Context: an optimization exercise on an open-source flow, tuned for a short achievable clock period and few clock cycles. The choices shown serve that exercise and are no tape-out recipe.
In this exercise RTL edits were held to simulation tests only and were not proved equivalent to the original.
Power figures rest on the tool's default switching activity, not on a simulated workload.

**config.mk**
```make
export PLATFORM = sky130hd
export DESIGN_NAME = minrv_core
export DESIGN_NICKNAME = minrv_core
export VERILOG_FILES = /design/flow/design.v
export SDC_FILE = /design/flow/constraint.sdc
export NUM_CORES = 4
export LEC_CHECK = 0
export CAP_MARGIN = 20
export CORE_MARGIN = 2
export CORE_UTILIZATION = 30
export SETUP_SLACK_MARGIN = 0.2
export SLEW_MARGIN = 20
```
**constraint.sdc**
```tcl
create_clock -name core_clock -period 16.5 [get_ports {clk}]
set_input_delay 3.3000 -clock core_clock [delete_from_list [all_inputs] [get_ports {clk}]]
set_output_delay 3.3000 -clock core_clock [all_outputs]
set_load 0.01 [all_outputs]
```
**design.v**
```verilog
`default_nettype none
package rv_isa_pkg;
	typedef enum logic [6:0] {
		opc_lui    = 7'b0110111,
		opc_auipc  = 7'b0010111,
		opc_jal    = 7'b1101111,
		opc_jalr   = 7'b1100111,
		opc_branch = 7'b1100011,
		opc_load   = 7'b0000011,
		opc_store  = 7'b0100011,
		opc_op_imm = 7'b0010011,
		opc_op     = 7'b0110011
	} opcode_e;
	typedef enum logic [3:0] {
		alu_add  = 4'd0,  
		alu_sub  = 4'd1,
		alu_sll  = 4'd2,
		alu_slt  = 4'd3,
		alu_sltu = 4'd4,
		alu_xor  = 4'd5,
		alu_srl  = 4'd6,
		alu_sra  = 4'd7,
		alu_or   = 4'd8,
		alu_and  = 4'd9
	} alu_op_e;
	typedef enum logic [1:0] {
		wb_alu   = 2'd0,
		wb_load  = 2'd1,
		wb_link  = 2'd2,  
		wb_upper = 2'd3   
	} wb_sel_e;
	typedef struct packed {
		logic [6:0] funct7;
		logic [4:0] rs2;
		logic [4:0] rs1;
		logic [2:0] funct3;
		logic [4:0] rd;
		opcode_e    opcode;
	} insn_fields_t;
	typedef struct packed {
		logic                   uses_rs1;
		logic                   uses_rs2;
		logic                   writes_rd;
		alu_op_e                alu_op;
		logic                   imm_b;      
		logic                   is_load;
		logic                   is_store;
		logic                   is_branch;
		logic                   is_jal;
		logic                   is_jalr;
		wb_sel_e                wb_sel;
		logic [2:0]             funct3;     
		logic [32-1:0] imm;        
	} decode_t;
endpackage
`default_nettype wire
`default_nettype none
package core_bus_pkg;
	typedef logic [$clog2(32)-1:0] reg_addr_t;
	typedef struct packed {
		logic                   valid;
		logic [32-1:0] addr;
		logic [32-1:0] wdata;
		logic [3:0]             wstrb;
		logic [3:0]             rmask;
	} mem_req_t;
	typedef struct packed {
		logic                   en;
		reg_addr_t              addr;
		logic [32-1:0] data;
	} rf_write_t;
endpackage
`default_nettype wire
`timescale 1ns/1ns
`default_nettype none
import rv_isa_pkg::*;
module insn_decoder (
	input  rv_isa_pkg::insn_fields_t insn,
	output rv_isa_pkg::decode_t      dec,
	output core_bus_pkg::reg_addr_t  rs1_addr,
	output core_bus_pkg::reg_addr_t  rs2_addr,
	output logic                     illegal
);
	logic [31:0] w;
	logic [31:0] i_imm;
	logic [31:0] s_imm;
	logic [31:0] b_imm;
	logic [31:0] j_imm;
	logic [31:0] u_imm;
	assign w     = insn;
	assign i_imm = {{20{w[31]}}, w[31:20]};
	assign s_imm = {{20{w[31]}}, w[31:25], w[11:7]};
	assign b_imm = {{19{w[31]}}, w[31], w[7], w[30:25], w[11:8], 1'b0};
	assign j_imm = {{11{w[31]}}, w[31], w[19:12], w[20], w[30:21], 1'b0};
	assign u_imm = {w[31:12], 12'b0};
	always_comb begin
		dec = '0;
		dec.funct3 = insn.funct3;
		illegal = 1'b1;
		case (insn.opcode)
			opc_lui: begin
				illegal = 1'b0;
				dec.writes_rd = 1'b1;
				dec.imm_b = 1'b1;  
				dec.imm = u_imm;
			end
			opc_auipc: begin
				illegal = 1'b0;
				dec.writes_rd = 1'b1;
				dec.wb_sel = wb_upper;
				dec.imm = u_imm;
			end
			opc_jal: begin
				illegal = 1'b0;
				dec.writes_rd = 1'b1;
				dec.is_jal = 1'b1;
				dec.wb_sel = wb_link;
				dec.imm = j_imm;
			end
			opc_jalr: begin
				illegal = (insn.funct3 != 3'b000);
				dec.uses_rs1 = 1'b1;
				dec.writes_rd = 1'b1;
				dec.imm_b = 1'b1;
				dec.is_jalr = 1'b1;
				dec.wb_sel = wb_link;
				dec.imm = i_imm;
			end
			opc_branch: begin
				illegal = (insn.funct3 == 3'b010) || (insn.funct3 == 3'b011);
				dec.uses_rs1 = 1'b1;
				dec.uses_rs2 = 1'b1;
				dec.is_branch = 1'b1;
				dec.imm = b_imm;
			end
			opc_load: begin
				illegal = (insn.funct3 == 3'b011) || (insn.funct3[2:1] == 2'b11);
				dec.uses_rs1 = 1'b1;
				dec.writes_rd = 1'b1;
				dec.imm_b = 1'b1;
				dec.is_load = 1'b1;
				dec.wb_sel = wb_load;
				dec.imm = i_imm;
			end
			opc_store: begin
				illegal = (insn.funct3[2] || insn.funct3[1:0] == 2'b11);
				dec.uses_rs1 = 1'b1;
				dec.uses_rs2 = 1'b1;
				dec.imm_b = 1'b1;
				dec.is_store = 1'b1;
				dec.imm = s_imm;
			end
			opc_op_imm, opc_op: begin
				dec.uses_rs1 = 1'b1;
				dec.uses_rs2 = (insn.opcode == opc_op);
				dec.writes_rd = 1'b1;
				dec.imm_b = (insn.opcode == opc_op_imm);
				dec.imm = i_imm;
				case (insn.funct3)
					3'b000: begin
						if (dec.imm_b || insn.funct7 == 7'b0000000) begin
							illegal = 1'b0;
						end else if (insn.funct7 == 7'b0100000) begin
							illegal = 1'b0;
							dec.alu_op = alu_sub;
						end
					end
					3'b001: begin
						illegal = (insn.funct7 != 7'b0000000);  
						dec.alu_op = alu_sll;
					end
					3'b101: begin
						illegal = (insn.funct7 != 7'b0000000) && (insn.funct7 != 7'b0100000);
						dec.alu_op = insn.funct7[5] ? alu_sra : alu_srl;
					end
					default: begin
						illegal = !dec.imm_b && (insn.funct7 != 7'b0000000);
						case (insn.funct3)
							3'b010:  dec.alu_op = alu_slt;
							3'b011:  dec.alu_op = alu_sltu;
							3'b100:  dec.alu_op = alu_xor;
							3'b110:  dec.alu_op = alu_or;
							default: dec.alu_op = alu_and;
						endcase
					end
				endcase
			end
			default: illegal = 1'b1;  
		endcase
		if (illegal) begin
			dec = '0;  
		end
	end
	assign rs1_addr = dec.uses_rs1 ? insn.rs1 : '0;
	assign rs2_addr = dec.uses_rs2 ? insn.rs2 : '0;
endmodule
`default_nettype wire
`timescale 1ns/1ns
`default_nettype none
import rv_isa_pkg::*;
module exec_unit (
	input  logic [32-1:0]  pc,
	input  rv_isa_pkg::decode_t     dec,
	input  logic [32-1:0]  rs1_data,
	input  logic [32-1:0]  rs2_data,
	input  core_bus_pkg::reg_addr_t rd_addr,
	input  logic [32-1:0]  mem_rdata,
	output core_bus_pkg::mem_req_t  mem_req,
	output core_bus_pkg::rf_write_t rd_wr,
	output logic [32-1:0]  next_pc,
	output logic                    misaligned
);
	logic [32-1:0] op_b;
	logic [4:0]             shamt;
	logic [32-1:0] alu_out;
	logic                   lt_s;
	logic                   lt_u;
	logic                   take_branch;
	logic [32-1:0] pc_plus4;
	logic [32-1:0] pc_rel;
	logic [3:0]             size_mask;
	logic [32-1:0] load_data;
	assign op_b  = dec.imm_b ? dec.imm : rs2_data;
	assign shamt = op_b[4:0];
	assign lt_s  = $signed(rs1_data) < $signed(op_b);  
	assign lt_u  = rs1_data < op_b;
	always_comb begin
		case (dec.alu_op)
			alu_sub:  alu_out = rs1_data - op_b;
			alu_sll:  alu_out = rs1_data << shamt;
			alu_slt:  alu_out = {31'b0, lt_s};
			alu_sltu: alu_out = {31'b0, lt_u};
			alu_xor:  alu_out = rs1_data ^ op_b;
			alu_srl:  alu_out = rs1_data >> shamt;
			alu_sra:  alu_out = $signed(rs1_data) >>> shamt;
			alu_or:   alu_out = rs1_data | op_b;
			alu_and:  alu_out = rs1_data & op_b;
			default:  alu_out = rs1_data + op_b;
		endcase
	end
	always_comb begin
		case (dec.funct3)
			3'b000:  take_branch = (rs1_data == op_b);
			3'b001:  take_branch = (rs1_data != op_b);
			3'b100:  take_branch = lt_s;
			3'b101:  take_branch = !lt_s;
			3'b110:  take_branch = lt_u;
			3'b111:  take_branch = !lt_u;
			default: take_branch = 1'b0;
		endcase
	end
	assign pc_plus4 = pc + 32'd4;
	assign pc_rel   = pc + dec.imm;  
	always_comb begin
		if (dec.is_jalr) begin
			next_pc = {alu_out[31:1], 1'b0};
		end else if (dec.is_jal || (dec.is_branch && take_branch)) begin
			next_pc = pc_rel;
		end else begin
			next_pc = pc_plus4;
		end
	end
	assign misaligned = |next_pc[1:0];
	always_comb begin
		case (dec.funct3[1:0])
			2'b00:   size_mask = 4'b0001;
			2'b01:   size_mask = 4'b0011;
			default: size_mask = 4'b1111;
		endcase
	end
	always_comb begin
		case (dec.funct3)
			3'b000:  load_data = {{24{mem_rdata[7]}}, mem_rdata[7:0]};
			3'b001:  load_data = {{16{mem_rdata[15]}}, mem_rdata[15:0]};
			3'b100:  load_data = {24'b0, mem_rdata[7:0]};
			3'b101:  load_data = {16'b0, mem_rdata[15:0]};
			default: load_data = mem_rdata;
		endcase
	end
	always_comb begin
		mem_req.valid = dec.is_load || dec.is_store;
		mem_req.addr  = alu_out;
		mem_req.wdata = dec.is_store ? rs2_data : '0;
		mem_req.wstrb = dec.is_store ? size_mask : 4'b0000;
		mem_req.rmask = dec.is_load ? size_mask : 4'b0000;
	end
	always_comb begin
		rd_wr.en   = dec.writes_rd;
		rd_wr.addr = rd_addr;
		case (dec.wb_sel)
			wb_load:  rd_wr.data = load_data;
			wb_link:  rd_wr.data = pc_plus4;
			wb_upper: rd_wr.data = pc_rel;
			default:  rd_wr.data = alu_out;
		endcase
	end
endmodule
`default_nettype wire
`timescale 1ns/1ns
`default_nettype none
module reg_file (
	input  logic                    clk,
	input  logic                    resetn,
	input  core_bus_pkg::reg_addr_t rs1_addr,
	input  core_bus_pkg::reg_addr_t rs2_addr,
	output logic [32-1:0]  rs1_data,
	output logic [32-1:0]  rs2_data,
	input  core_bus_pkg::rf_write_t wr
);
	logic [32-1:0] regs [32];
	always_ff @(posedge clk) begin
		if (!resetn) begin
			regs[2] <= 32'h0001_0000;  
		end else if (wr.en && wr.addr != '0) begin
			regs[wr.addr] <= wr.data;
		end
	end
	assign rs1_data = (rs1_addr == '0) ? '0 : regs[rs1_addr];
	assign rs2_data = (rs2_addr == '0) ? '0 : regs[rs2_addr];
endmodule
`default_nettype wire
`timescale 1ns/1ns
`default_nettype none
import rv_isa_pkg::*;
import core_bus_pkg::*;
module minrv_core (
	input  logic                   clk,
	input  logic                   resetn,
	output logic [32-1:0] insn_addr,
	input  logic [32-1:0] insn,
	output logic                   mem_valid,
	output logic                   mem_instr,
	input  logic                   mem_ready,
	output logic [32-1:0] mem_addr,
	output logic [32-1:0] mem_wdata,
	output logic [3:0]             mem_wstrb,
	output logic [3:0]             mem_rmask,
	input  logic [32-1:0] mem_rdata,
	output logic                   trap
);
	logic [32-1:0] pc;
	logic [32-1:0] next_pc;
	logic                   halted;
	logic                   illegal;
	logic                   misaligned;
	logic                   complete;
	logic                   commit;
	rv_isa_pkg::insn_fields_t           insn_f;
	rv_isa_pkg::decode_t                dec;
	core_bus_pkg::reg_addr_t              rs1_addr;
	core_bus_pkg::reg_addr_t              rs2_addr;
	logic [32-1:0] rs1_data;
	logic [32-1:0] rs2_data;
	core_bus_pkg::mem_req_t               mem_req;
	core_bus_pkg::rf_write_t              rd_prop;
	core_bus_pkg::rf_write_t              rd_wr;
	assign insn_f    = insn;
	assign insn_addr = pc;
	assign complete = !mem_req.valid || mem_ready;  
	assign trap     = halted || illegal || misaligned;
	assign commit   = complete && !trap;
	always_ff @(posedge clk) begin
		if (!resetn) begin
			pc     <= 32'h0001_0000;
			halted <= 1'b0;
		end else begin
			if (trap) begin
				halted <= 1'b1;  
			end
			if (commit) begin
				pc <= next_pc;
			end
		end
	end
	insn_decoder u_decoder (
		.insn     (insn_f),
		.dec      (dec),
		.rs1_addr (rs1_addr),
		.rs2_addr (rs2_addr),
		.illegal  (illegal)
	);
	reg_file u_regs (
		.clk      (clk),
		.resetn   (resetn),
		.rs1_addr (rs1_addr),
		.rs2_addr (rs2_addr),
		.rs1_data (rs1_data),
		.rs2_data (rs2_data),
		.wr       (rd_wr)
	);
	exec_unit u_exec (
		.pc         (pc),
		.dec        (dec),
		.rs1_data   (rs1_data),
		.rs2_data   (rs2_data),
		.rd_addr    (insn_f.rd),
		.mem_rdata  (mem_rdata),
		.mem_req    (mem_req),
		.rd_wr      (rd_prop),
		.next_pc    (next_pc),
		.misaligned (misaligned)
	);
	always_comb begin
		rd_wr    = rd_prop;
		rd_wr.en = rd_prop.en && commit;
	end
	assign mem_valid = mem_req.valid;
	assign mem_instr = 1'b0;  
	assign mem_addr  = mem_req.addr;
	assign mem_wdata = mem_req.wdata;
	assign mem_wstrb = commit ? mem_req.wstrb : 4'b0000;  
	assign mem_rmask = mem_req.rmask;
endmodule
`default_nettype wire
```
**run.sh**
```bash
#!/bin/bash
# synth_recipe.tcl (not shown) runs the flow's synth.tcl, then flattens the netlist and writes it again
# the make line also repeats each setting of config.mk as NAME=value (left out here)
make -C /OpenROAD-flow-scripts/flow DESIGN_CONFIG=/design/flow/config.mk WORK_HOME=/design/flow/orfs CLKGATE_MAP_FILE= SYNTH_SCRIPT=/design/flow/synth_recipe.tcl finish
```
==> run notes <==
-- placed cells by master (no fill, tap or decap), types with 44 or more instances in the layout --
| master | Yosys | routed |
|---|---|---|
| a211o_1 | 46 | 46 |
| a211oi_1 | 208 | 199 |
| a21oi_1 | 564 | 563 |
| a221oi_1 | 114 | 112 |
| a31oi_1 | 102 | 102 |
| and2_1 | 45 | 45 |
| and3_1 | 47 | 45 |
| buf_4 | 22 | 347 |
| clkbuf_16 | 0 | 113 |
| clkdlybuf4s50_1 | 0 | 164 |
| edfxtp_1 | 1024 | 1024 |
| ha_1 | 129 | 129 |
| inv_1 | 137 | 137 |
| mux2_2 | 108 | 108 |
| mux2i_1 | 399 | 399 |
| nand2_1 | 830 | 824 |
| nand3_1 | 259 | 256 |
| nor2_1 | 493 | 464 |
| nor2b_1 | 45 | 44 |
| nor3_1 | 158 | 141 |
| o211ai_1 | 76 | 76 |
| o21ai_0 | 270 | 269 |
| o221ai_1 | 55 | 54 |
| o22ai_1 | 85 | 85 |
| xnor2_1 | 47 | 47 |
-- stage by stage --
step	total power, mW	setup TNS, ns	hold slack [ns]
final	5.77	0	0.580
after global routing	5.88	0	0.578
after CTS	5.76	0	0.552
after detailed placement	3.23	-0.367	0.537
after global placement	3.23	-0.149	0.544
after floorplan	3.11	0	0.512
-- tightest hold or removal path: stages (launching register included) --
cell	delay [ns]
dfxtp_1	0.37
inv_1	0.11
nor3_1	0.06
-- cell type report --
class	instances	area, um2
Antenna cell	6	15.0
Clock buffer	137	2920
Clock inverter	78	790
Fill cell	21217	139000
Inverter	148	556
Multi-Input combinational cell	4762	31300
Sequential cell	1057	31400
Tap cell	2838	3550
Timing Repair Buffer	541	4770
-- logic make-up after synthesis --
family          after synthesis  share of synthesized area (%)
buf+inv                     688                           4.48
compound gates             1913                           19.8
flops                      1057                           48.5
other cells                   1                        0.00579
mux                         537                           8.98
simple gates               2065                           14.6
fa+ha+maj                   132                           2.58
xor+xnor                     79                           1.07
-- per-layer routing --
metal	vias up	wire length (um)	track usage [%]
met5	-	142	0
met4	22	25800	18.5
met3	1081	45200	8.51
met2	5018	140000	42.7
met1	30382	124000	37.4
li1	24974	-	-
-- worst max path at each step --
| stage | startpoint | to | slack [ns] | cells after the start |
|---|---|---|---|---|
| final | insn[31] | mem_addr[29] | 0.38 | 30 |
| after global routing | insn[31] | mem_addr[29] | 0.20 | 31 |
| after CTS | insn[6] | mem_addr[29] | 0.44 | 28 |
| after detailed placement | insn[12] | mem_addr[29] | -0.25 | 30 |
| after global placement | insn[12] | mem_addr[29] | -0.15 | 30 |
| after floorplan | insn[27] | u_regs.regs[27][0] | 2.80 | 32 |
-- synthesized netlist by cell type (all sizes together), types with 77 or more instances --
| master | count |
|---|---|
| edfxtp | 1024 |
| nand2 | 830 |
| a21oi | 567 |
| nor2 | 493 |
| mux2i | 400 |
| clkbuf | 340 |
| o21ai | 274 |
| nand3 | 261 |
| a211oi | 213 |
| buf | 200 |
| nor3 | 163 |
| inv | 143 |
| ha | 129 |
| a221oi | 115 |
| mux2 | 114 |
| a31oi | 102 |
| o22ai | 86 |
| o211ai | 77 |
-- what timing repair did --
item                                    in CTS  in global routing
hold buffers                                 0                  0
endpoints found under the setup margin       4                  7
cloned                                       1                  2
pin swaps                                    1                  4
resized for setup                            3                 10
buffers inserted                             0                 12
-- power groups by stage --
stage	logic, mW	registers (mW)	clock network [mW]
5_1_grt	0.283	2.91	2.69
3_5_place_dp	0.263	2.97	0
4_1_cts	0.264	2.91	2.59
2_1_floorplan	0.144	2.97	0
6_report	0.278	2.91	2.58
3_3_place_gp	0.261	2.97	0
-- flip-flops by register name, summed over array words and instances (netlist names) --
| register | count |
|---|---|
| pc | 32 |
| halted | 1 |
| u_regs.regs | 1024 |
==> impl_metrics.py <==
metrics = {
    "setup_path": {
        "crit_family": "compound AO/OA/AOI/OAI gates",
        "crit_path_end_kind": "output pin",
        "slowest_delay_ns": 0.73,
        "cp_data_arrival_time_ns": 12.82,
        "worstSetupStartpointType": "input pin",
        "cp_slowest_cell": "clkdlybuf4s50_1",
        "timing.rr.start": "u_regs.regs[29][2]",
        "critPathMaxFanout": 30,
        "crit_type": "input pin to output pin",
        "r2r_cells": 26,
        "worstPathRequired_ns": 13.20,
        "path_buf_inv": 6,
        "r2r-end": "u_regs.regs[6][0]",
        "r2r_setup_slack_ns": 6.96,
    },
    "timing": {
        "worstMarginPinSlew_ns": 1.28,
        "fin_skew_ns": 0.0949,
        "drv_slew": 0,
        "relSlewSlack_pct": 13.8,
        "finalHoldViolations": 0,
        "finalCriticalPeriod_ns": 16.12,
        "finalSetupViolCount": 0,
        "finalWorstSetupSlack_ns": 0.381,
        "rsz0062_at_grt": "no",
        "period_share_pct": 97.7,
        "clock.fmax_mhz": 62.0,
    },
    "logic_synthesis": {
        "synthDominantAreaCellType": "edfxtp_1",
        "syn_avg_cell_area_um2": 10.0,
        "yosysUniqueCellTypes": 121,
        "async_reset_ff_share_pct": 0,
        "synth_top_area_share_pct": 47.5,
        "netlist_area_mm2": 0.0648,
        "synth_flop_cell": "edfxtp_1",
        "seq_area_frac_synth_pct": 48.5,
        "synth_seq_cells": 1057,
        "synth_cells": 6472,
        "synth_enable_flop_cells": 1024,
        "synth.area.top_cells": "edfxtp_1 (47%), mux2i_1 (6.2%), nand2_1 (4.8%)",
        "yosysWarnings": 4,
    },
    "pwr": {
        "powerDensity_mw_per_mm2": 76.6,
        "ir_worst_vdd_mv": 0.0980,
        "p_leak_nw": 27.5,
        "clkPwrFrac_pct": 44.8,
        "switching_share_pct": 23.7,
        "power.switching_mw": 1.37,
        "intPower_mw": 4.40,
        "p_comb_share_pct": 4.8,
        "pwr-share-seq_pct": 50.4,
    },
    "drt": {
        "num_vias": 61477,
        "wl_per_cell_um": 35.0,
        "drc": 0,
        "firstDrtPassIters": 9,
        "drtAntennaViolNets": 0,
        "drt_wl_total_um": 335000,
        "vias_per_cell": 6.43,
        "first_iter_violations": 10081,
    },
    "grt": {
        "grt_pass1_vias": 56946,
        "antenna_found_initial": 18,
        "grt_start_max_net_pins": 117,
        "grt_overflow": 0,
        "grt_usage_pct": 29.1,
        "grt_pass1_wl_um": 455000,
    },
    "clock_tree": {
        "cts_buffers": 113,
        "clock_latency_ns": 0.80,
        "cts.sinks": 1057,
        "tritoncts": "yes",
        "root_buffer": "clkbuf_16",
        "h-tree-depth": 3,
        "clk_pin_slew_ns": 0.07,
        "clk_path_buf_depth": 3,
    },
    "floorplanning": {
        "die_area_mm2": 0.220,
        "core_area_mm2": 0.215,
        "start_util_pct": 30.2,
        "rows": 170,
        "die_h_um": 469,
        "die_w_um": 469,
        "ios": 174,
    },
    "finish": {
        "drive_gt1_share_pct": 12.8,
        "layout.nets": 6822,
        "stdcell_area_mm2": 0.0753,
        "instances_no_fill": 9567,
        "area_growth_pct": 16.2,
        "post-route-util_pct": 35.1,
    },
    "hold_path": {
        "min_to": "pc[0]",
        "hold_start": "pc[0]",
        "min_path_cells": 2,
        "min_path_type": "flop to flop",
    },
    "job": {
        "maxCapViolCount": 0,
    },
    "placed_design": {
        "gp_congestion": 1.00,
        "detailed_place_hpwl_um": 223000,
        "placedInstanceArea_mm2": 0.0714,
        "placedCellCount": 9331,
        "portBuffers": 172,
        "dp_slack_ns": -0.252,
    },
    "status": {
        "status": "complete, no violations",
    },
}
Testbench counts, summed over its fixed seeds: cycles 34,694.

[what the ideal ports hide]
How much do the figures lean on ideal ports? The routed layout below was timed once more, with nothing changed but the port constraints.
Step 1 assumes that a clkbuf_16 drives the clock port and a buf_2 every other input.
Step 2, shift: input delay + t, output delay - t, t = (earliest + latest rising clock arrival at the registers) / 2. This alone moves slack from input paths to output paths.
a / b / c = ideal / step 1 / step 2; a / b = the first two.
t (ns): 0.843
setup WS [ns]: 0.381 / 0.316 / 0.316
hold slack, ns: 0.580 / 0.580 / 0.580
After both steps setup and hold are still met in this run. The setup slack of this run moves by -0.065 ns with the drivers and by -0.065 ns with both steps.
